This design comes from an exercise in tuning for small area, a short achievable clock period and few clock cycles per item on the open sky130 flow, not from production work.
In this exercise RTL edits were held to simulation tests only and were not proved equivalent to the original.
Power and IR drop assume default switching activity.

### flow/config.mk
export PLATFORM = sky130hd
export DESIGN_NAME = dirty_tracked_field_store_core
export DESIGN_NICKNAME = dirty_tracked_field_store_core
export VERILOG_FILES = /design/flow/design.v
export SDC_FILE = /design/flow/constraint.sdc
export NUM_CORES = 4
export LEC_CHECK = 0
export ABC_CLOCK_PERIOD_IN_PS = 3000
export CAP_MARGIN = 20
export CORE_MARGIN = 2
export CORE_UTILIZATION = 62
export CTS_CLUSTER_DIAMETER = 60
export CTS_CLUSTER_SIZE = 30
export PLACE_DENSITY = 0.72
export SETUP_SLACK_MARGIN = 4.7
export SLEW_MARGIN = 20
export TNS_END_PERCENT = 100
### flow/run.sh
#!/bin/bash
# synth_recipe.tcl (not shown) runs the flow's synth.tcl, then flattens the netlist and writes it again
# the make line also repeats each setting of config.mk as NAME=value (left out here)
make -C /OpenROAD-flow-scripts/flow DESIGN_CONFIG=/design/flow/config.mk WORK_HOME=/design/flow/orfs CLKGATE_MAP_FILE= SYNTH_SCRIPT=/design/flow/synth_recipe.tcl finish
### flow/design.v
`default_nettype none
package dtfs_pkg;
   localparam int CMD_W   = 4;
   localparam int IDX_W   = 6;
   localparam int LANE_W  = 3;
   localparam int VAL_W   = 32;
   localparam int DATA_W  = 64;
   localparam int ST_W    = 2;
   localparam int BC_W    = 9;
   localparam int CNT_W   = 7;
   localparam int REQ_TDATA_W = 80;
   localparam int RSP_TDATA_W = 56;
   localparam logic [CMD_W-1:0] CMD_WORD  = 4'd0;
   localparam logic [CMD_W-1:0] CMD_PAIR  = 4'd1;
   localparam logic [CMD_W-1:0] CMD_BYTE  = 4'd2;
   localparam logic [CMD_W-1:0] CMD_HALF  = 4'd3;
   localparam logic [CMD_W-1:0] CMD_SETF  = 4'd4;
   localparam logic [CMD_W-1:0] CMD_CLRF  = 4'd5;
   localparam logic [CMD_W-1:0] CMD_READ  = 4'd6;
   localparam logic [CMD_W-1:0] CMD_CLRM  = 4'd7;
   localparam logic [CMD_W-1:0] CMD_DUMP  = 4'd8;
   localparam logic [ST_W-1:0] ST_OK        = 2'd0;
   localparam logic [ST_W-1:0] ST_BAD_INDEX = 2'd1;
   localparam logic [ST_W-1:0] ST_BAD_LANE  = 2'd2;
   localparam logic [0:0] CSR_FIELDS_IN_USE = 1'b0;
   localparam logic [0:0] CSR_IN_WORLD      = 1'b1;
   localparam logic [CNT_W-1:0] FIELDS_RESET = 7'd64;
   localparam logic [BC_W-1:0]  ENTRY_BYTES  = 9'd6;
   typedef struct packed {
      logic [ST_W-1:0]  status;
      logic [IDX_W-1:0] index;
      logic [VAL_W-1:0] value;
      logic             mark;
      logic             enlist;
      logic             delist;
      logic             pending;
      logic             entry_valid;
      logic [BC_W-1:0]  byte_count;
      logic             last;
   } rsp_type;
endpackage
`default_nettype wire
`default_nettype none
module dtfs_ram #(
   parameter int WIDTH = 32,
   parameter int DEPTH = 32
) (
   input  wire logic                     clock,
   input  wire logic                     wr_en,
   input  wire logic [$clog2(DEPTH)-1:0] wr_addr,
   input  wire logic [WIDTH-1:0]         wr_data,
   input  wire logic [DEPTH-1:0]         rd_sel,
   output logic      [WIDTH-1:0]         rd_data
);
   logic [WIDTH-1:0] mem_ff [DEPTH];
   always_ff @(posedge clock) begin
      if (wr_en) begin
         mem_ff[wr_addr] <= wr_data;
      end
   end
   always_comb begin
      rd_data = '0;
      for (int r = 0; r < DEPTH; r++) begin
         rd_data = rd_data | (mem_ff[r] & {WIDTH{rd_sel[r]}});
      end
   end
endmodule
`default_nettype wire
`default_nettype none
import dtfs_pkg::*;
module dtfs_rsp_reg
(
   input  wire logic    clock,
   input  wire logic    reset,
   input  wire logic    in_valid,
   input  dtfs_pkg::rsp_type in_data,
   output logic         held,         
   output logic         held_next,    
   output logic         out_valid,
   input  wire logic    out_ready,
   output dtfs_pkg::rsp_type out_data
);
   logic              out_valid_ff, skid_valid_ff;
   dtfs_pkg::rsp_type out_data_ff, skid_data_ff;
   logic              load_out, load_word;
   dtfs_pkg::rsp_type next_word;
   logic [BC_W-1:0]   bc_ff;           
   logic              in_dump_ff;      
   assign load_out  = !out_valid_ff || out_ready;
   assign load_word = load_out && (skid_valid_ff || in_valid);
   assign next_word = skid_valid_ff ? skid_data_ff : in_data;
   assign held_next = out_valid_ff && !out_ready && (skid_valid_ff || in_valid);
   always_ff @(posedge clock) begin
      if (reset) begin
         out_valid_ff  <= 1'b0;
         skid_valid_ff <= 1'b0;
         in_dump_ff    <= 1'b0;
      end else begin
         if (load_word) begin
            in_dump_ff <= next_word.entry_valid && !next_word.last;
         end
         if (load_out) begin
            out_valid_ff <= skid_valid_ff || in_valid;
         end
         skid_valid_ff <= held_next;
      end
   end
   always_ff @(posedge clock) begin
      if (load_out) begin
         out_data_ff <= next_word;
      end
      if (load_word) begin
         if (!next_word.entry_valid) begin
            bc_ff <= '0;
         end else if (in_dump_ff) begin
            bc_ff <= bc_ff + ENTRY_BYTES;
         end else begin
            bc_ff <= ENTRY_BYTES;
         end
      end
      if (!skid_valid_ff) begin
         skid_data_ff <= in_data;
      end
   end
   assign held      = skid_valid_ff;
   assign out_valid = out_valid_ff;
   always_comb begin
      out_data            = out_data_ff;
      out_data.byte_count = bc_ff;
   end
endmodule
`default_nettype wire
`default_nettype none
import dtfs_pkg::*;
module dtfs_seq
(
   input  wire logic                 clock,
   input  wire logic                 reset,
   input  wire logic [CNT_W-1:0]     cnt,
   input  wire logic                 in_world,
   input  wire logic                 in_valid,
   output logic                      in_ready,
   input  wire logic [CMD_W-1:0]     in_cmd,
   input  wire logic [IDX_W-1:0]     in_idx,
   input  wire logic [LANE_W-1:0]    in_lane,
   input  wire logic [DATA_W-1:0]    in_data,
   input  wire logic                 in_drop,
   output logic                      out_valid,
   output dtfs_pkg::rsp_type         out_data,
   input  wire logic                 hold,
   input  wire logic                 hold_next
);
   localparam int RW = IDX_W - 1;      
   localparam int NR = 32;             
   localparam int NF = 2 * NR;         
   localparam logic [CMD_W-1:0] CMD_EMPTY = 4'd15;
   logic adv;
   assign adv = !hold;
   logic [NR-1:0]        nz_e_ff, nz_o_ff;       
   logic [NR-1:0]        chg_e_ff, chg_o_ff;     
   logic                 c_set_e_ff, c_set_o_ff;
   logic [RW-1:0]        c_wa_e_ff, c_wa_o_ff;
   logic                 pending_ff;
   logic                 ready_ff;
   logic                 w_start_ff;             
   logic                 w_load_ff;              
   logic                 w_walk_ff;              
   logic [NF-1:0]        w_rest_ff;              
   logic                 q_v_ff;
   logic                 q_de_ff;                
   logic                 q_last_ff;              
   logic [CMD_W-1:0]     q_cmd_ff;
   logic [IDX_W-1:0]     q_idx_ff;
   logic [LANE_W-1:0]    q_lane_ff;
   logic [DATA_W-1:0]    q_data_ff;
   logic                 q_drop_ff;
   logic                 q_bad_idx_ff, q_bad_lane_ff;
   logic [NR-1:0]        q_sel_e_ff;             
   logic [NR-1:0]        q_sel_o_ff;             
   logic                 q_fwd_e_ff, q_fwd_o_ff;  
   logic                 b_v_ff;
   logic [CMD_W-1:0]     b_cmd_ff;
   logic [IDX_W-1:0]     b_idx_ff;
   logic [RW-1:0]        b_ea_ff;                
   logic                 b_drop_ff;
   logic                 b_de_ff;
   logic                 b_last_ff;
   logic [ST_W-1:0]      b_st_ff;
   logic                 b_we_e_ff, b_we_o_ff;   
   logic                 we_e_ff, we_o_ff;       
   logic [VAL_W-1:0]     b_new_e_ff, b_new_o_ff;  
   logic [VAL_W-1:0]     b_old_e_ff, b_old_o_ff;  
   logic             we_e, we_o;
   logic [RW-1:0]    wa_e, wa_o;
   logic [VAL_W-1:0] wd_e, wd_o;
   logic [VAL_W-1:0] rd_e, rd_o;
   logic             a_we_e, a_we_o;         
   logic [VAL_W-1:0] a_e, a_o;
   logic [VAL_W-1:0] a_keep, a_set, a_mask;
   logic [VAL_W-1:0] a_keep_e, a_set_e, a_keep_o, a_set_o, a_new_e, a_new_o;
   logic             a_bad_idx, a_bad_lane;
   logic [ST_W-1:0]  a_st;
   logic             a_wr;                   
   dtfs_ram #(.WIDTH(VAL_W), .DEPTH(NR)) u_bank_e (
      .clock(clock), .wr_en(we_e), .wr_addr(wa_e), .wr_data(wd_e),
      .rd_sel(q_sel_e_ff & nz_e_ff), .rd_data(rd_e));
   dtfs_ram #(.WIDTH(VAL_W), .DEPTH(NR)) u_bank_o (
      .clock(clock), .wr_en(we_o), .wr_addr(wa_o), .wr_data(wd_o),
      .rd_sel(q_sel_o_ff & nz_o_ff), .rd_data(rd_o));
   always_comb begin
      a_e = q_fwd_e_ff ? wd_e : rd_e;
      a_o = q_fwd_o_ff ? wd_o : rd_o;
   end
   always_comb begin
      a_mask = '0;
      a_keep = '1;
      a_set  = '0;
      case (q_cmd_ff)
         CMD_WORD, CMD_PAIR: begin
            a_keep = '0;
            a_set  = q_data_ff[VAL_W-1:0];
         end
         CMD_BYTE: begin
            a_mask[{q_lane_ff[1:0], 3'b000} +: 8] = 8'hFF;
            a_keep = ~a_mask;
            a_set  = {4{q_data_ff[7:0]}} & a_mask;
         end
         CMD_HALF: begin
            a_mask[{q_lane_ff[0], 4'b0000} +: 16] = 16'hFFFF;
            a_keep = ~a_mask;
            a_set  = {2{q_data_ff[15:0]}} & a_mask;
         end
         CMD_SETF: begin
            a_set  = q_data_ff[VAL_W-1:0];
         end
         CMD_CLRF: begin
            a_keep = ~q_data_ff[VAL_W-1:0];
         end
         default: begin
         end
      endcase
      if (q_de_ff) begin
         a_keep = '1;
         a_set  = '0;
      end
      a_keep_e = '1;
      a_set_e  = '0;
      a_keep_o = '1;
      a_set_o  = '0;
      if (q_idx_ff[0]) begin
         a_keep_o = a_keep;
         a_set_o  = a_set;
         if (!q_de_ff && (q_cmd_ff == CMD_PAIR)) begin
            a_keep_e = '0;
            a_set_e  = q_data_ff[DATA_W-1:VAL_W];
         end
      end else begin
         a_keep_e = a_keep;
         a_set_e  = a_set;
         if (!q_de_ff && (q_cmd_ff == CMD_PAIR)) begin
            a_keep_o = '0;
            a_set_o  = q_data_ff[DATA_W-1:VAL_W];
         end
      end
      a_new_e = (a_e & a_keep_e) | a_set_e;
      a_new_o = (a_o & a_keep_o) | a_set_o;
   end
   always_comb begin
      a_bad_idx  = q_bad_idx_ff;
      a_bad_lane = q_bad_lane_ff;
      a_st = ST_OK;
      a_wr = q_v_ff && !q_de_ff && (q_cmd_ff <= CMD_CLRF) && !a_bad_idx && !a_bad_lane;
      a_we_e = a_wr && (!q_idx_ff[0] || (q_cmd_ff == CMD_PAIR));
      a_we_o = a_wr && (q_idx_ff[0] || (q_cmd_ff == CMD_PAIR));
      if (!q_de_ff && (q_cmd_ff <= CMD_READ)) begin
         if (a_bad_idx) begin
            a_st = ST_BAD_INDEX;
         end else if (a_bad_lane) begin
            a_st = ST_BAD_LANE;
         end
      end
   end
   logic             b_changed, b_enl, b_mark_old;
   logic [VAL_W-1:0] b_new;
   dtfs_pkg::rsp_type b_res;
   assign b_new  = b_idx_ff[0] ? b_new_o_ff : b_new_e_ff;
   assign b_changed = (b_we_e_ff && (b_new_e_ff != b_old_e_ff)) ||
                      (b_we_o_ff && (b_new_o_ff != b_old_o_ff));
   assign b_enl     = b_changed && in_world && !pending_ff;
   assign b_mark_old = b_idx_ff[0]
                       ? (chg_o_ff[b_idx_ff[IDX_W-1:1]] ||
                          (c_set_o_ff && (c_wa_o_ff == b_idx_ff[IDX_W-1:1])))
                       : (chg_e_ff[b_idx_ff[IDX_W-1:1]] ||
                          (c_set_e_ff && (c_wa_e_ff == b_idx_ff[IDX_W-1:1])));
   assign we_e = we_e_ff;
   assign we_o = we_o_ff;
   assign wa_e = b_ea_ff;
   assign wa_o = b_idx_ff[IDX_W-1:1];
   assign wd_e = b_new_e_ff;
   assign wd_o = b_new_o_ff;
   always_comb begin
      b_res         = '0;
      b_res.pending = pending_ff;
      b_res.last    = 1'b1;
      if (b_de_ff) begin
         b_res.index       = b_idx_ff;
         b_res.value       = b_new;
         b_res.mark        = b_mark_old;
         b_res.entry_valid = 1'b1;
         b_res.last        = b_last_ff;
      end else if (b_cmd_ff <= CMD_READ) begin
         b_res.status = b_st_ff;
         b_res.index  = b_idx_ff;
         if (b_st_ff == ST_OK) begin
            b_res.value   = b_new;
            b_res.mark    = b_mark_old || b_changed;
            b_res.enlist  = b_enl;
            b_res.pending = pending_ff || b_enl;
         end
      end else if (b_cmd_ff == CMD_CLRM) begin
         b_res.index   = b_idx_ff;
         b_res.delist  = pending_ff && b_drop_ff;
         b_res.pending = 1'b0;
      end
   end
   assign out_valid = b_v_ff && adv;
   assign out_data  = b_res;
   logic [NF-1:0]    w_src, w_one, w_rest, cnt_mask;
   logic [IDX_W-1:0] w_first;
   logic             w_empty, w_done, w_busy;
   logic             w_many;                 
   logic [NF/2-1:0]  w_any1, w_many1;
   logic [NF/4-1:0]  w_any2, w_many2;
   logic [NF/8-1:0]  w_any3, w_many3;
   logic [NF/16-1:0] w_any4, w_many4;
   logic [NF/32-1:0] w_any5, w_many5;
   always_comb begin
      for (int i = 0; i < NF / 2; i++) begin
         w_any1[i]  = w_src[2*i] | w_src[2*i+1];
         w_many1[i] = w_src[2*i] & w_src[2*i+1];
      end
      for (int i = 0; i < NF / 4; i++) begin
         w_any2[i]  = w_any1[2*i] | w_any1[2*i+1];
         w_many2[i] = w_many1[2*i] | w_many1[2*i+1] | (w_any1[2*i] & w_any1[2*i+1]);
      end
      for (int i = 0; i < NF / 8; i++) begin
         w_any3[i]  = w_any2[2*i] | w_any2[2*i+1];
         w_many3[i] = w_many2[2*i] | w_many2[2*i+1] | (w_any2[2*i] & w_any2[2*i+1]);
      end
      for (int i = 0; i < NF / 16; i++) begin
         w_any4[i]  = w_any3[2*i] | w_any3[2*i+1];
         w_many4[i] = w_many3[2*i] | w_many3[2*i+1] | (w_any3[2*i] & w_any3[2*i+1]);
      end
      for (int i = 0; i < NF / 32; i++) begin
         w_any5[i]  = w_any4[2*i] | w_any4[2*i+1];
         w_many5[i] = w_many4[2*i] | w_many4[2*i+1] | (w_any4[2*i] & w_any4[2*i+1]);
      end
      w_many = w_many5[0] | w_many5[1] | (w_any5[0] & w_any5[1]);
   end
   assign w_busy = w_start_ff || w_load_ff || w_walk_ff;
   always_comb begin
      for (int i = 0; i < NF; i++) begin
         cnt_mask[i] = (CNT_W'(i) < cnt);
      end
   end
   logic [NR-1:0] nz_e_next, nz_o_next;
   logic [NF-1:0] w_all;
   always_comb begin
      nz_e_next = nz_e_ff;
      nz_o_next = nz_o_ff;
      if (we_e) begin
         nz_e_next[wa_e] = (wd_e != '0);
      end
      if (we_o) begin
         nz_o_next[wa_o] = (wd_o != '0);
      end
      for (int i = 0; i < NR; i++) begin
         w_all[2*i]   = nz_e_ff[i] & cnt_mask[2*i];
         w_all[2*i+1] = nz_o_ff[i] & cnt_mask[2*i+1];
      end
   end
   always_comb begin
      w_src   = w_rest_ff;
      w_rest  = w_src & (w_src - 1'b1);
      w_one   = w_src & ~w_rest;
      w_empty = (w_src == '0);
      w_done  = !w_many;
      w_first = '0;
      for (int i = 0; i < NF; i++) begin
         if (w_one[i]) begin
            w_first = w_first | IDX_W'(i);
         end
      end
   end
   logic [NR-1:0]    in_sel_e, in_sel_o;
   logic [CNT_W-1:0] cnt_m1;
   always_comb begin
      for (int r = 0; r < NR; r++) begin
         in_sel_o[r] = (in_idx[IDX_W-1:1] == RW'(r));
      end
      in_sel_e = in_idx[0] ? {in_sel_o[NR-2:0], 1'b0} : in_sel_o;
   end
   logic             cnt_zero;
   assign cnt_m1   = cnt - 1'b1;    
   assign cnt_zero = (cnt == '0);
   logic accept, port_open;
   assign in_ready  = ready_ff;
   assign port_open = !w_busy;
   assign accept    = in_valid && adv && port_open;
   logic w_start_next, w_load_next, w_walk_next;
   always_comb begin
      w_start_next = w_start_ff;
      w_load_next  = w_load_ff;
      w_walk_next  = w_walk_ff;
      if (!w_busy) begin
         w_start_next = accept && (in_cmd == CMD_DUMP);
      end else if (adv) begin
         w_start_next = w_start_ff && (we_e || we_o);
         w_load_next  = w_start_ff && !(we_e || we_o);
         w_walk_next  = (w_load_ff || w_walk_ff) && !w_done;
      end
   end
   always_ff @(posedge clock) begin
      if (reset) begin
         nz_e_ff    <= '0;
         nz_o_ff    <= '0;
         chg_e_ff   <= '0;
         chg_o_ff   <= '0;
         c_set_e_ff <= 1'b0;
         c_set_o_ff <= 1'b0;
         pending_ff <= 1'b0;
         ready_ff   <= 1'b1;
         w_start_ff <= 1'b0;
         w_load_ff  <= 1'b0;
         w_walk_ff  <= 1'b0;
         q_v_ff     <= 1'b0;
         b_v_ff     <= 1'b0;
         b_we_e_ff  <= 1'b0;
         b_we_o_ff  <= 1'b0;
         we_e_ff    <= 1'b0;
         we_o_ff    <= 1'b0;
      end else begin
         we_e_ff    <= !hold_next && (adv ? a_we_e : b_we_e_ff);
         we_o_ff    <= !hold_next && (adv ? a_we_o : b_we_o_ff);
         w_start_ff <= w_start_next;
         w_load_ff  <= w_load_next;
         w_walk_ff  <= w_walk_next;
         ready_ff   <= !hold_next && !(w_start_next || w_load_next || w_walk_next);
         nz_e_ff <= nz_e_next;
         nz_o_ff <= nz_o_next;
         c_set_e_ff <= b_changed && we_e;
         c_set_o_ff <= b_changed && we_o;
         if (adv && b_v_ff && !b_de_ff && (b_cmd_ff == CMD_CLRM)) begin
            chg_e_ff <= '0;
            chg_o_ff <= '0;
         end else begin
            if (c_set_e_ff) chg_e_ff[c_wa_e_ff] <= 1'b1;
            if (c_set_o_ff) chg_o_ff[c_wa_o_ff] <= 1'b1;
         end
         if (adv) begin
            if (b_v_ff && !b_de_ff && (b_cmd_ff == CMD_CLRM)) begin
               pending_ff <= 1'b0;
            end else begin
               pending_ff <= pending_ff || b_enl;
            end
            b_v_ff    <= q_v_ff;
            b_we_e_ff <= a_we_e;
            b_we_o_ff <= a_we_o;
            if (port_open) begin
               q_v_ff <= in_valid && (in_cmd != CMD_DUMP);
            end else begin
               q_v_ff <= w_load_ff || w_walk_ff;
            end
         end
      end
   end
   always_ff @(posedge clock) begin
      c_wa_e_ff <= wa_e;
      c_wa_o_ff <= wa_o;
      if (adv) begin
         if (port_open) begin
            q_de_ff   <= 1'b0;
            q_cmd_ff  <= in_cmd;
            q_idx_ff  <= in_idx;
            q_lane_ff <= in_lane;
            q_data_ff <= in_data;
            q_drop_ff <= in_drop;
            q_bad_idx_ff  <= (in_cmd == CMD_PAIR) ? (cnt_zero || ({1'b0, in_idx} >= cnt_m1))
                                                  : ({1'b0, in_idx} >= cnt);
            q_bad_lane_ff <= ((in_cmd == CMD_BYTE) && (in_lane > 3'd3)) ||
                             ((in_cmd == CMD_HALF) && (in_lane > 3'd1));
            q_sel_o_ff <= in_sel_o;
            q_sel_e_ff <= in_sel_e;
            q_fwd_e_ff <= a_we_e && ((q_sel_e_ff & in_sel_e) != '0);
            q_fwd_o_ff <= a_we_o && ((q_sel_o_ff & in_sel_o) != '0);
         end else begin
            q_de_ff   <= !w_empty;
            q_last_ff <= w_done;
            q_cmd_ff  <= w_empty ? CMD_EMPTY : CMD_DUMP;
            q_idx_ff  <= w_first;
            for (int r = 0; r < NR; r++) begin
               q_sel_e_ff[r] <= w_one[2*r];
               q_sel_o_ff[r] <= w_one[2*r+1];
            end
            q_fwd_e_ff <= 1'b0;
            q_fwd_o_ff <= 1'b0;
            w_rest_ff  <= w_start_ff ? w_all : w_rest;
         end
         b_cmd_ff   <= q_cmd_ff;
         b_idx_ff   <= q_idx_ff;
         b_ea_ff    <= q_idx_ff[IDX_W-1:1] + RW'(q_idx_ff[0]);
         b_drop_ff  <= q_drop_ff;
         b_de_ff    <= q_de_ff;
         b_last_ff  <= q_last_ff;
         b_st_ff    <= a_st;
         b_new_e_ff <= a_new_e;
         b_new_o_ff <= a_new_o;
         b_old_e_ff <= a_e;
         b_old_o_ff <= a_o;
      end
   end
endmodule
`default_nettype wire
`default_nettype none
import dtfs_pkg::*;
module dirty_tracked_field_store_core
(
   input  wire logic                   clock,
   input  wire logic                   reset,
   input  wire logic                   req_tvalid,
   output logic                        req_tready,
   input  wire logic [REQ_TDATA_W-1:0] req_tdata,
   input  wire logic [CMD_W-1:0]       req_tuser,
   output logic                        rsp_tvalid,
   input  wire logic                   rsp_tready,
   output logic [RSP_TDATA_W-1:0]      rsp_tdata,
   output logic [ST_W-1:0]             rsp_tuser,
   output logic                        rsp_tlast,
   input  wire logic                   csr_valid,
   output logic                        csr_ready,
   input  wire logic [0:0]             csr_index,
   input  wire logic [CNT_W-1:0]       csr_data
);
   logic [CNT_W-1:0]  count_ff;
   logic              world_ff;
   logic [CNT_W-1:0]  eff_cnt;
   logic              seq_valid;
   logic              hold, hold_next;
   dtfs_pkg::rsp_type seq_data, out_data;
   assign csr_ready = 1'b1;
   always_ff @(posedge clock) begin
      if (reset) begin
         count_ff <= FIELDS_RESET;
         world_ff <= 1'b0;
      end else if (csr_valid) begin
         if (csr_index == CSR_FIELDS_IN_USE) begin
            count_ff <= csr_data;
         end else begin
            world_ff <= csr_data[0];
         end
      end
   end
   assign eff_cnt = count_ff[CNT_W-1] ? 7'd64 : count_ff;
   dtfs_seq u_seq (
      .clock     (clock),
      .reset     (reset),
      .cnt       (eff_cnt),
      .in_world  (world_ff),
      .in_valid  (req_tvalid),
      .in_ready  (req_tready),
      .in_cmd    (req_tuser),
      .in_idx    (req_tdata[5:0]),
      .in_lane   (req_tdata[8:6]),
      .in_data   (req_tdata[72:9]),
      .in_drop   (req_tdata[73]),
      .out_valid (seq_valid),
      .out_data  (seq_data),
      .hold      (hold),
      .hold_next (hold_next)
   );
   dtfs_rsp_reg u_rsp_reg (
      .clock     (clock),
      .reset     (reset),
      .in_valid  (seq_valid),
      .in_data   (seq_data),
      .held      (hold),
      .held_next (hold_next),
      .out_valid (rsp_tvalid),
      .out_ready (rsp_tready),
      .out_data  (out_data)
   );
   assign rsp_tdata = {4'b0000, out_data.byte_count, out_data.entry_valid, out_data.pending,
                       out_data.delist, out_data.enlist, out_data.mark, out_data.value,
                       out_data.index};
   assign rsp_tuser = out_data.status;
   assign rsp_tlast = out_data.last;
endmodule
`default_nettype wire
### flow/constraint.sdc
create_clock -name core_clock -period 8.0 [get_ports {clock}]
set_input_delay 1.6000 -clock core_clock [delete_from_list [all_inputs] [get_ports {clock}]]
set_output_delay 1.6000 -clock core_clock [all_outputs]
set_load 0.01 [all_outputs]
==> summary.txt, run 1 <==
Cell Count Post-Placement=roughly 9000; met3 layer usage reported by global route=0.1163; library cell with the largest summed area after synthesis=sky130_fd_sc_hd__edfxtp_1; actual transition at the worst max-transition pin=1.149 ns; CTS HTree Levels=4; first-pass GRT wire length=approximately 510000 µm; Initial Utilization=0.6235; number of sinks handled by clock tree synthesis=2669; Final GP Congestion=around 0.98; highest-count cells in the layout ignoring fill and taps=sky130_fd_sc_hd__edfxtp_1, sky130_fd_sc_hd__nand2_1, sky130_fd_sc_hd__a22oi_1; async set or reset register ratio after synthesis=0; top post-synthesis cells by area=sky130_fd_sc_hd__edfxtp_1, sky130_fd_sc_hd__dfxtp_1, sky130_fd_sc_hd__a22o_1, sky130_fd_sc_hd__a221oi_1, sky130_fd_sc_hd__a22oi_1; number of fill cells=11070; sum of negative setup slack=0 ns; area grow syn2layout=10.85%; final worst path period need=3.368 ns; clock buffer count from CTS=between 100 and 150; clock tree from TritonCTS=yes; Total Die Area=0.1711 mm²; global-route layer with the greatest usage=met2; number of cells produced by synthesis=6870; flops & latches, synth=2669; dominant register cell in the synthesized netlist=sky130_fd_sc_hd__edfxtp_1; outcome=finished clean; Remaining DRCs=0; number of hold buffers added after cts=0; via count=70340; nature of the critical path startpoint=register; Horiz. Die Dim=413.6 µm; number of antenna violations at the first check in global routing=12; share of final-layout standard cells stronger than drive strength 1=0.1229; Worst R2R Path Depth=3; Total Nets Final=7137; height of the die=413.6 µm; area of all placed cells without fillers=around 0.12 mm²; detail-routed via count per cell=about 7.5; Leakage Power=37.40 nW; clk buf depth=3; Worst-Skew Late Latency=0.86 ns; Crit Path Class=reg -> reg; aggregate global-route resource usage=0.4305; number of warnings issued by yosys=4; Hold Path Stages=0; router iterations before antenna repair=9; remaining antenna violation count after routing=0; number of buffers inserted by port buffering=around 150; sort of element at the end of the critical path=register; Mapped Avg Cell Area=roughly 15 µm²; classification of the worst-slack hold path=reg -> reg; Max Clock Skew=0.04958 ns; clock-pin transition on the worst setup and hold timing paths=roughly 0.10 ns; period utilization=0.4210; maximum number of pins on one net before global-route repair=107; Cell Area, Placed=0.1087 mm²; max_slew headroom=0.2337; count of cell types in the netlist=between 80 and 90; total number of placement rows=150; data required time of the worst path=~8.5 ns; final wirelength=between 300000 and 400000 µm; Post-synth EDFFs=2461; final HPWL from detailed placement=212100 µm; post-synth design cell area=roughly 0.10 mm²; Data arrival, critical path=3.84 ns; residual overflow from global routing=0; peak supply drop=0.2606 mV; most common library cell in the layout ignoring fill and taps=sky130_fd_sc_hd__edfxtp_1; Core ar.=0.1668 mm²; Final Max Tran Viols=0; GR Layer Usage met2=0.6509; number of hold-slack violations in the final timing report=0; unrepaired setup endpoints after global routing=true; number of global-route vias before repair=64930; number of standard cells in the final layout excluding fillers=just over 9000; root buffer cell=sky130_fd_sc_hd__clkbuf_16; share of the synthesized area in the top cell type=0.7104; io pins=roughly 160; count of final setup violators=0; Max Fanout on Critical Path=23; portion of the post-synthesis area used by sequential elements=0.7504; pwr/cell area=approximately 230 mW/mm²; Routed wire per std cell=roughly 40 µm; met1 track demand over resource in global routing=0.5773; number of max-cap violations=0; achievable frequency=0.2969 GHz; violation count after the first detailed-route iteration=13190
cell usage after synthesis (all sizes together) (58+ instances only):
| cell type | count |
|---|---|
| a221oi | 315 |
| nand3 | 230 |
| nand2 | 397 |
| and2 | 92 |
| nor2 | 343 |
| a31oi | 87 |
| a22o | 321 |
| dfxtp | 208 |
| o21ai | 184 |
| xnor2 | 85 |
| edfxtp | 2461 |
| buf | 67 |
| a21oi | 292 |
| a222oi | 74 |
| clkbuf | 412 |
| nor2b | 79 |
| nand4 | 147 |
| a22oi | 329 |
| a211oi | 58 |
| nor4 | 76 |
| inv | 65 |
| nor3 | 112 |
power by group:
part	switching (W)	total [W]	internal (W)
sequential	0.000249	0.0159	0.0156
clock	0.00498	0.00905	0.00407
combinational	0.00106	0.00144	0.000386
total	0.00629	0.0264	0.0201
worst max-delay path: stages, from the launching register on:
cell and delay, ns:
sky130_fd_sc_hd__dfxtp_1 0.85, sky130_fd_sc_hd__nand2_1 0.70, sky130_fd_sc_hd__nor2_4 0.78, sky130_fd_sc_hd__buf_4 0.63
metal layers:
| metal | vias up | routed length (µm) |
|---|---|---|
| li1 | 27870 | - |
| met1 | 35010 | 127300 |
| met2 | 6222 | 166700 |
| met3 | 1222 | 54330 |
| met4 | 14 | 23590 |
| met5 | - | 93 |
cell type report:
cell class | instances | area, µm² | share of cell area
sequential | 2669 | 78070 | 0.6770
multi-input combinational | 3660 | 25040 | 0.2171
clock buffer | 167 | 3955 | 0.03430
timing repair buffer | 460 | 3880 | 0.03365
tap | 2204 | 2758 | 0.02391
clock inverter | 108 | 1336 | 0.01159
inverter | 66 | 265.3 | 0.002300
antenna | 4 | 10.01 | 0.00008680
metrics by stage:
stage / total power, W / utilization / hold slack (ns) / worst slack [ns]
after floorplan: 0.01681 / - / 0.3462 / 4.447
after global placement: 0.01750 / 0.6517 / 0.4037 / 3.374
after detailed placement: 0.01754 / 0.6517 / 0.4054 / 3.329
after CTS: 0.02626 / 0.6867 / 0.4255 / 4.539
after global routing: 0.02688 / 0.6911 / 0.4398 / 4.660
final: 0.02638 / 0.6912 / 0.4259 / 4.632
kinds of logic after synthesis:
| logic type | share of synthesized area |
|---|---|
| adder cells (fa/ha/maj) | 0.004185 |
| XOR/XNOR | 0.008756 |
| flip-flops | 0.7504 |
| buffers and inverters | 0.02009 |
| other | 0.00007219 |
| AO/OA/AOI/OAI | 0.1302 |
| AND/OR/NAND/NOR | 0.07780 |
| multiplexers | 0.008551 |
flip-flops by register name, summed over array words and instances (netlist names), 46 cells and up:
signal / cells
u_seq.u_bank_e.mem_ff: 1024
u_seq.w_rest_ff: 64
u_rsp_reg.out_data_ff: 46
u_rsp_reg.skid_data_ff: 46
u_seq.u_bank_o.mem_ff: 1024
u_seq.q_data_ff: 64
timing repair:
action                                  4_1_cts  5_1_grt
endpoints found under the setup margin      276      134
buffers inserted                             42       41
resized for setup                           145       71
pin swaps                                    14       12
gates cloned                                  0        0
hold endpoints to repair                      0        0
worst paths after layout:
path,slack (ns),to,start
setup / recovery,4.63,u_seq.u_bank_e.mem_ff[10][9],u_seq.we_e_ff
hold / removal,0.43,u_seq.b_drop_ff,u_seq.q_drop_ff
setup reg to reg,4.63,u_seq.u_bank_e.mem_ff[10][9],u_seq.we_e_ff
hold reg to reg,0.43,u_seq.b_drop_ff,u_seq.q_drop_ff
Testbench counts, summed over its fixed seeds: cycles 20,762, items 12,000.
==> inputs of run 2 (changes only) <==
--- a/flow/design.v
+++ b/flow/design.v
@@ -281,4 +281,14 @@
       end
    end
+   logic [IDX_W-1:0] a_de_idx;
+   always_comb begin
+      a_de_idx = '0;
+      for (int r = 0; r < NR; r++) begin
+         if (q_sel_e_ff[r] || q_sel_o_ff[r]) begin
+            a_de_idx = a_de_idx | {RW'(r), 1'b0};
+         end
+      end
+      a_de_idx[0] = (q_sel_o_ff != '0);
+   end
    logic             b_changed, b_enl, b_mark_old;
    logic [VAL_W-1:0] b_new;
@@ -327,5 +337,4 @@
    assign out_data  = b_res;
    logic [NF-1:0]    w_src, w_one, w_rest, cnt_mask;
-   logic [IDX_W-1:0] w_first;
    logic             w_empty, w_done, w_busy;
    logic             w_many;                 
@@ -376,6 +385,6 @@
       end
       for (int i = 0; i < NR; i++) begin
-         w_all[2*i]   = nz_e_ff[i] & cnt_mask[2*i];
-         w_all[2*i+1] = nz_o_ff[i] & cnt_mask[2*i+1];
+         w_all[2*i]   = nz_e_next[i] & cnt_mask[2*i];
+         w_all[2*i+1] = nz_o_next[i] & cnt_mask[2*i+1];
       end
    end
@@ -386,10 +395,4 @@
       w_empty = (w_src == '0);
       w_done  = !w_many;
-      w_first = '0;
-      for (int i = 0; i < NF; i++) begin
-         if (w_one[i]) begin
-            w_first = w_first | IDX_W'(i);
-         end
-      end
    end
    logic [NR-1:0]    in_sel_e, in_sel_o;
@@ -416,6 +419,6 @@
          w_start_next = accept && (in_cmd == CMD_DUMP);
       end else if (adv) begin
-         w_start_next = w_start_ff && (we_e || we_o);
-         w_load_next  = w_start_ff && !(we_e || we_o);
+         w_start_next = 1'b0;
+         w_load_next  = w_start_ff;
          w_walk_next  = (w_load_ff || w_walk_ff) && !w_done;
       end
@@ -498,5 +501,4 @@
             q_last_ff <= w_done;
             q_cmd_ff  <= w_empty ? CMD_EMPTY : CMD_DUMP;
-            q_idx_ff  <= w_first;
             for (int r = 0; r < NR; r++) begin
                q_sel_e_ff[r] <= w_one[2*r];
@@ -508,5 +510,5 @@
          end
          b_cmd_ff   <= q_cmd_ff;
-         b_idx_ff   <= q_idx_ff;
+         b_idx_ff   <= q_de_ff ? a_de_idx : q_idx_ff;
          b_ea_ff    <= q_idx_ff[IDX_W-1:1] + RW'(q_idx_ff[0]);
          b_drop_ff  <= q_drop_ff;
==> run 2 against run 1 <==
Net effect: via count hardly changed; register-to-register slack got worse by 0.14 ns; sequential share of layout area increased by 0.59 points; sequential power decreased by 3%; global-route usage up 0.46 points; still clean on timing, DRC and antenna; combinational power fell by 27%; cell count fell by 1.5%; final area down 0.86%; worst hold slack worse by 0.0073 ns.
==> summary.txt, run 2 <==
classification of the worst-slack hold path=reg -> reg; Final Max Tran Viols=0 (unchanged); least setup slack across all paths after layout=4.492 ns (-0.1396 ns); Total Die Area=0.1697 mm² (-0.80%); number of hold-slack violations in the final timing report=0 (unchanged); number of warnings issued by yosys=4 (unchanged); data required time of the worst path=8.64 ns (+0.17 ns); remaining antenna violation count after routing=0 (unchanged); Horiz. Die Dim=412.0 µm (-0.40%); number of sinks handled by clock tree synthesis=2669 (unchanged); async set or reset register ratio after synthesis=0 (unchanged); final worst path period need=3.508 ns (+0.1396 ns); router iterations before antenna repair=9 (unchanged); aggregate global-route resource usage=0.4351 (+0.004620); unrepaired setup endpoints after global routing=true; top post-synthesis cells by area=sky130_fd_sc_hd__edfxtp_1, sky130_fd_sc_hd__a22oi_1, sky130_fd_sc_hd__dfxtp_1, sky130_fd_sc_hd__a22o_1, sky130_fd_sc_hd__nor2_1; clock buffer count from CTS=147 (-1.3%); achievable frequency=0.2851 GHz (-4.0%); Total Nets Final=7001 (-1.9%); fraction of synthesized cell area in xor and xnor cells=0.008912 (+0.0001566); first-pass GRT wire length=506700 µm (+0.14%); largest registers=u_seq.u_bank_e.mem_ff x1024, u_seq.u_bank_o.mem_ff x1024; share of the synthesized area in the top cell type=0.7162 (+0.005823); number of antenna violations at the first check in global routing=19 (+7); library cell with the largest summed area after synthesis=sky130_fd_sc_hd__edfxtp_1; portion of the post-synthesis area used by sequential elements=0.7565 (+0.006151); violation count after the first detailed-route iteration=15270 (+16%); actual transition at the worst max-transition pin=1.086 ns (-0.06333 ns); height of the die=412.0 µm (-0.40%); slowest CP cell=sky130_fd_sc_hd__a32oi_1; worst setup path startpoint=u_seq.q_sel_e_ff[31]; Mapped Avg Cell Area=15.32 µm² (+1.1%); combinational family with the most area after synthesis=compound AO/OA/AOI/OAI gates; number of hold buffers added after cts=0 (unchanged); via count=70330 (-0.017%); Routed wire per std cell=40.56 µm (+1.8%); share of final-layout standard cells stronger than drive strength 1=0.1128 (-0.01008); flops & latches, synth=2669 (unchanged); number of buffers and inverters on the critical path=1 (unchanged); io pins=159 (unchanged); number of global-route vias before repair=64590 (-0.51%); Max Clock Skew=0.05890 ns (+0.009315 ns); fraction of the mapped netlist area in simple logic gates=0.07336 (-0.004443); detail-routed via count per cell=7.645 (+1.5%); Final GP Congestion=0.9585 (-2.2%); outcome=finished clean; hold path start=u_seq.q_drop_ff; highest-count cells in the layout ignoring fill and taps=sky130_fd_sc_hd__edfxtp_1, sky130_fd_sc_hd__a22oi_1, sky130_fd_sc_hd__nand2_1; most common library cell in the layout ignoring fill and taps=sky130_fd_sc_hd__edfxtp_1; number of buffers inserted by port buffering=146 (unchanged); number of max-cap violations=0 (unchanged); final HPWL from detailed placement=212100 µm (about the same); Crit Path Class=reg -> reg; Remaining DRCs=0 (unchanged); root buffer cell=sky130_fd_sc_hd__clkbuf_16; Synth top cells by count=sky130_fd_sc_hd__edfxtp_1, sky130_fd_sc_hd__a22oi_1, sky130_fd_sc_hd__nor2_1, sky130_fd_sc_hd__nand2_1, sky130_fd_sc_hd__clkbuf_1; post-synth design cell area=0.1032 mm² (-0.81%); CTS HTree Levels=4 (unchanged); max_slew headroom=0.2683 (+0.03457); maximum cell stage delay along the critical path=0.64 ns (-0.21 ns); Post-synth EDFFs=2461 (unchanged); multiplexer share of the synthesized area=0.01011 (+0.001562); Initial Utilization=0.6247 (+0.001189); sort of element at the end of the critical path=register; nature of the critical path startpoint=register; CP top delay family=compound AO/OA/AOI/OAI gates; number of fill cells=10960 (-1.0%); crit path cell chain=and2_2, buf_4, a221oi_1, and4_1, a32oi_1, o21ai_0, o221ai_1; Max Fanout on Critical Path=22 (-4.3%); Data arrival, critical path=4.15 ns (+0.31 ns); area grow syn2layout=10.79% (about the same); Leakage Power=38.36 nW (+2.6%); Worst-Skew Late Latency=0.85 ns (about the same); period utilization=0.4385 (+0.01746); cell with the most instances after synthesis=sky130_fd_sc_hd__edfxtp_1; maximum number of pins on one net before global-route repair=92 (-14%); clock-pin transition on the worst setup and hold timing paths=0.10 ns (about the same); dominant register cell in the synthesized netlist=sky130_fd_sc_hd__edfxtp_1; clock tree from TritonCTS=yes; peak supply drop=0.2664 mV (+2.2%); area share of fa/ha/maj cells after synthesis=0.003880 (-0.0003052); Core ar.=0.1652 mm² (-1.0%); pwr/cell area=224.5 mW/mm² (-1.9%); worst reg2reg startpoint=u_seq.q_sel_e_ff[31]; total number of placement rows=149 (-0.67%); number of cells produced by synthesis=6737 (-1.9%); residual overflow from global routing=0 (unchanged); sum of negative setup slack=0 ns (unchanged); count of final setup violators=0 (unchanged); setup slack after placement=3.078 ns (-0.2515 ns); final wirelength=373100 µm (+0.33%); complex-gate fraction of the synthesized area=0.1274 (-0.002801); count of cell types in the netlist=87 (-1.1%); clk buf depth=3 (unchanged)
-- run 2: cell types whose count changed after synthesis, moves of 49 or more --
| cell | delta |
|---|---|
| sky130_fd_sc_hd__xnor2_1 | -66 |
| sky130_fd_sc_hd__nand3_1 | -76 |
| sky130_fd_sc_hd__a221oi_1 | -134 |
| sky130_fd_sc_hd__a31oi_1 | -49 |
| sky130_fd_sc_hd__xor2_1 | +67 |
| sky130_fd_sc_hd__nor2_1 | +86 |
| sky130_fd_sc_hd__a21oi_1 | -141 |
| sky130_fd_sc_hd__a22oi_1 | +280 |
| sky130_fd_sc_hd__a211oi_1 | -52 |
| sky130_fd_sc_hd__a22o_1 | -131 |
| sky130_fd_sc_hd__clkbuf_1 | -55 |
-- run 2: cell type report --
class | count | area [µm²] | share of cell area
antenna | 14 | 35.03 | 0.0003064
clock buffer | 159 | 3861 | 0.03377
clock inverter | 114 | 1594 | 0.01394
inverter | 98 | 386.6 | 0.003382
multi-input combinational | 3536 | 24060 | 0.2105
sequential | 2669 | 78070 | 0.6829
tap | 2189 | 2739 | 0.02396
timing repair buffer | 420 | 3575 | 0.03127
-- run 2: what timing repair did --
| item | CTS | global route |
|---|---|---|
| pin swaps | 9 | 3 |
| buffers inserted | 26 | 11 |
| endpoints found under the setup margin | 395 | 556 |
| gates resized for setup | 99 | 64 |
-- run 2: final timing paths --
check	slack [ns]	cells past startpoint	endpoint
worst max-delay path	4.49	7	u_seq.b_new_e_ff[13]
worst min-delay path	0.42	0	u_seq.b_drop_ff
worst max register to register	4.49	7	u_seq.b_new_e_ff[13]
worst min register to register	0.42	0	u_seq.b_drop_ff
-- run 2: per-stage QoR --
stage               instance area [µm²]  utilization  std cells  hold WS [ns]  total power [W]
finish                           114300       0.6921       9199        0.4186          0.02566
CTS                              113900       0.6898       9174        0.4203          0.02554
floorplan                        103300            -       6741        0.3462          0.01623
detailed placement               108100       0.6547       8875        0.4093          0.01674
global placement                 108100       0.6547       8875        0.4048          0.01672
global route                     114300       0.6919       9185        0.4415          0.02612
-- run 2: cells by family (layout without fill, tap and decap cells) --
family	count (synthesis)	after routing
AO/OA/AOI/OAI	1742	1742
XOR/XNOR	105	105
adder cells (fa/ha/maj)	32	32
buffers and inverters	536	791
flip-flops	2669	2669
multiplexers	92	92
other	2	20
AND/OR/NAND/NOR	1559	1559
-- run 2: power by group --
| group | switching, W | internal [W] |
|---|---|---|
| logic | 0.000768 | 0.000285 |
| registers | 0.000140 | 0.0153 |
| clock network | 0.00497 | 0.00418 |
-- run 2: metal layers --
| metal | GRT usage | share of wire |
|---|---|---|
| met2 | 0.6432 | 0.44 |
| met3 | 0.1392 | 0.17 |
| met4 | 0.2190 | 0.062 |
| met1 | 0.5861 | 0.33 |
| met5 | 0.001696 | 0.00077 |
Testbench counts of run 2, summed over its fixed seeds: cycles 20,626, items 12,000.

-- port drivers added, routing unchanged --
No port has a modelled driver above. Below, the same layouts with a new extraction and two added sets of constraints. Step 1, drivers: a clkbuf_16 drives clock and a buf_2 each remaining input, both assumed. Step 2 times the ports against the registers' clock, not the clock port: input delays grow and output delays shrink by t, the midpoint of the rising clock arrivals with the driver on. a / b / c = no drivers / after step 1 / after step 2; a / b = the first two.
run | t (ns) | slack for setup (ns) | latest minus earliest clock arrival (ns) | slew at the worst register clock pin (ns)
run 1 | 0.934 | 4.632 / 4.590 / 3.868 | 0.060 / 0.060 | 0.11 / 0.11
run 2 | 0.924 | 4.492 / 4.492 / 3.957 | 0.082 / 0.082 | 0.11 / 0.11
After both steps setup and hold are still met in every run listed. The setup slack of run 1, which loses most, moves by -0.042 ns with the drivers and by -0.764 ns with both steps.
